Source: an optimization exercise on an open RTL-to-GDS flow (aim: small area). Production flows keep margins and buffers that such runs may drop. Only simulation tests tie the RTL to the original design; equivalence was not proved.

Setup of the baseline:
==> flow/design.v <==
package lc3_mem_pkg;
   localparam int WORD_W  = 16;
   localparam int CNT_W   = 4;
   localparam int LAT_MAX = 15;
   typedef enum logic [0:0] {ST_IDLE = 1'b0, ST_BUSY = 1'b1} state_e;
endpackage
import lc3_mem_pkg::*;
module lc3_mem_port_fsm
#(
   parameter int LAT = 0,
   parameter int P_W = 8
)(
   input  logic           clock,
   input  logic           reset,
   input  logic           i_req,
   input  logic [P_W-1:0] i_payload,
   output logic           o_fire,
   output logic [P_W-1:0] o_payload,
   output logic           o_complete
);
   localparam logic [0:0] IDLE = ST_IDLE;
   localparam logic [0:0] BUSY = ST_BUSY;
   if (LAT < 0 || LAT > LAT_MAX) begin : g_lat_chk
      $error("lc3_mem_port_fsm: LAT out of range 0..15");
   end
   logic [0:0]       r_state;
   logic [CNT_W-1:0] r_cnt;
   logic [P_W-1:0]   r_payload;
   logic             r_complete;
   assign o_fire     = (r_state == BUSY) && (r_cnt == '0);
   assign o_payload  = r_payload;
   assign o_complete = r_complete;
   always_ff @(posedge clock or posedge reset) begin
      if (reset) begin
         r_state    <= IDLE;
         r_cnt      <= '0;
         r_payload  <= '0;
         r_complete <= 1'b0;
      end else begin
         r_complete <= o_fire;
         if (r_state == IDLE) begin
            if (i_req) begin
               r_payload <= i_payload;
               r_cnt     <= CNT_W'(LAT);
               r_state   <= BUSY;
            end
         end else if (o_fire) begin
            r_state <= IDLE;
         end else begin
            r_cnt <= r_cnt - 1'b1;
         end
      end
   end
endmodule
import lc3_mem_pkg::*;
module lc3_mem_responder
#(
   parameter int ADDR_W    = 8,
   parameter int INSTR_LAT = 0,
   parameter int DATA_LAT  = 1
)(
   input  logic                 clock,
   input  logic                 reset,
   input  logic [WORD_W-1:0]    pc,
   input  logic                 instrmem_rd,
   output logic [WORD_W-1:0]    Instr_dout,
   output logic                 complete_instr,
   input  logic                 Data_req,
   input  logic                 Data_rd,
   input  logic [WORD_W-1:0]    Data_addr,
   input  logic [WORD_W-1:0]    Data_din,
   output logic [WORD_W-1:0]    Data_dout,
   output logic                 complete_data,
   input  logic                 load_en,
   input  logic [ADDR_W-1:0]    load_addr,
   input  logic [WORD_W-1:0]    load_data
);
   localparam int D_W = 1 + WORD_W + ADDR_W;
   logic              w_i_fire;
   logic [ADDR_W-1:0] w_i_addr;
   logic              w_d_fire;
   logic [D_W-1:0]    w_d_payload;
   logic              w_d_rd;
   logic [WORD_W-1:0] w_d_din;
   logic [ADDR_W-1:0] w_d_addr;
   logic [WORD_W-1:0] r_mem [2**ADDR_W];
   logic [WORD_W-1:0] r_instr;
   logic [WORD_W-1:0] r_data;
   assign {w_d_rd, w_d_din, w_d_addr} = w_d_payload;
   assign Instr_dout = r_instr;
   assign Data_dout  = r_data;
   lc3_mem_port_fsm #(.LAT(INSTR_LAT), .P_W(ADDR_W)) u_instr (
      .clock      (clock),
      .reset      (reset),
      .i_req      (instrmem_rd),
      .i_payload  (pc[ADDR_W-1:0]),
      .o_fire     (w_i_fire),
      .o_payload  (w_i_addr),
      .o_complete (complete_instr)
   );
   lc3_mem_port_fsm #(.LAT(DATA_LAT), .P_W(D_W)) u_data (
      .clock      (clock),
      .reset      (reset),
      .i_req      (Data_req),
      .i_payload  ({Data_rd, Data_din, Data_addr[ADDR_W-1:0]}),
      .o_fire     (w_d_fire),
      .o_payload  (w_d_payload),
      .o_complete (complete_data)
   );
   always_ff @(posedge clock) begin
      if (load_en) r_mem[load_addr] <= load_data;
      if (w_d_fire && !w_d_rd) r_mem[w_d_addr] <= w_d_din;
   end
   logic [ADDR_W-1:0] w_ra;
   logic [WORD_W-1:0] w_rdata;
   logic [WORD_W-1:0] r_d_hold;
   assign w_ra    = w_i_fire ? w_i_addr : w_d_addr;
   assign w_rdata = r_mem[w_ra];
   always_ff @(posedge clock) begin
      r_d_hold <= (load_en && load_addr == w_d_addr) ? load_data : w_rdata;
   end
   always_ff @(posedge clock or posedge reset) begin
      if (reset) begin
         r_instr <= '0;
         r_data  <= '0;
      end else begin
         if (w_i_fire) r_instr <= w_rdata;
         if (w_d_fire && w_d_rd) r_data <= w_i_fire ? r_d_hold : w_rdata;
      end
   end
endmodule
clock: 8.0 ns
lec_check: 0
cap_margin: 20
core_margin: 2
core_utilization: 30
cts_buf_list: sky130_fd_sc_hd__clkbuf_16
cts_cluster_diameter: 80
cts_cluster_size: 20
place_density: 0.4
slew_margin: 20
run.sh (not shown) runs the stock make flow with config.mk's settings and CLKGATE_MAP_FILE= SYNTH_SCRIPT=/design/flow/synth_recipe.tcl, a recipe that flattens the netlist after the stock synthesis.
The baseline: all stages complete, timing, DRC and antenna checks passed
> inputs changed (the baseline -> the candidate)
==> flow/config.mk <==
export PLATFORM = sky130hd
export DESIGN_NAME = lc3_mem_responder
export DESIGN_NICKNAME = lc3_mem_responder
export VERILOG_FILES = /design/flow/design.v
export SDC_FILE = /design/flow/constraint.sdc
export NUM_CORES = 4
export LEC_CHECK = 0
export CAP_MARGIN = 10
export CORE_MARGIN = 2
export CORE_UTILIZATION = 30
export CTS_BUF_LIST = sky130_fd_sc_hd__clkbuf_16
export CTS_CLUSTER_DIAMETER = 80
export CTS_CLUSTER_SIZE = 20
export PLACE_DENSITY = 0.4
export SLEW_MARGIN = 10
## What came out
met3 routing resource usage after global routing in the candidate is 0.28 points higher than in the baseline
On final routed wirelength across all metal layers, the candidate and the baseline are neck and neck.
Status the candidate: flow complete, layout not clean - max-capacitance violations, max-slew violations
In terms of global-route usage, the candidate and the baseline differ only marginally.
Cell at the slowest stage of the critical path: sky130_fd_sc_hd__nor4_1 -> the baseline, sky130_fd_sc_hd__o21ai_1 -> the candidate

==> what the ideal ports hide <==
Ports are ideal in the flow. The routed layouts listed here were re-timed in OpenROAD.
Step 1, drivers: a clkbuf_16 drives clock and a buf_2 each remaining input, both assumed.
Step 2 times the ports against the registers' clock, not the clock port: input delays grow and output delays shrink by t, the midpoint of the rising clock arrivals with the driver on.
a / b / c = ideal ports / drivers / drivers and shift; a / b = the first two.
run | shift t [ns] | setup WS [ns] | worst register clock-pin slew, ns
the baseline | 1.183 | 0.500 / 0.500 / 0.500 | 0.10 / 0.10
the candidate | 1.196 | 0.342 / 0.342 / 0.342 | 0.10 / 0.10
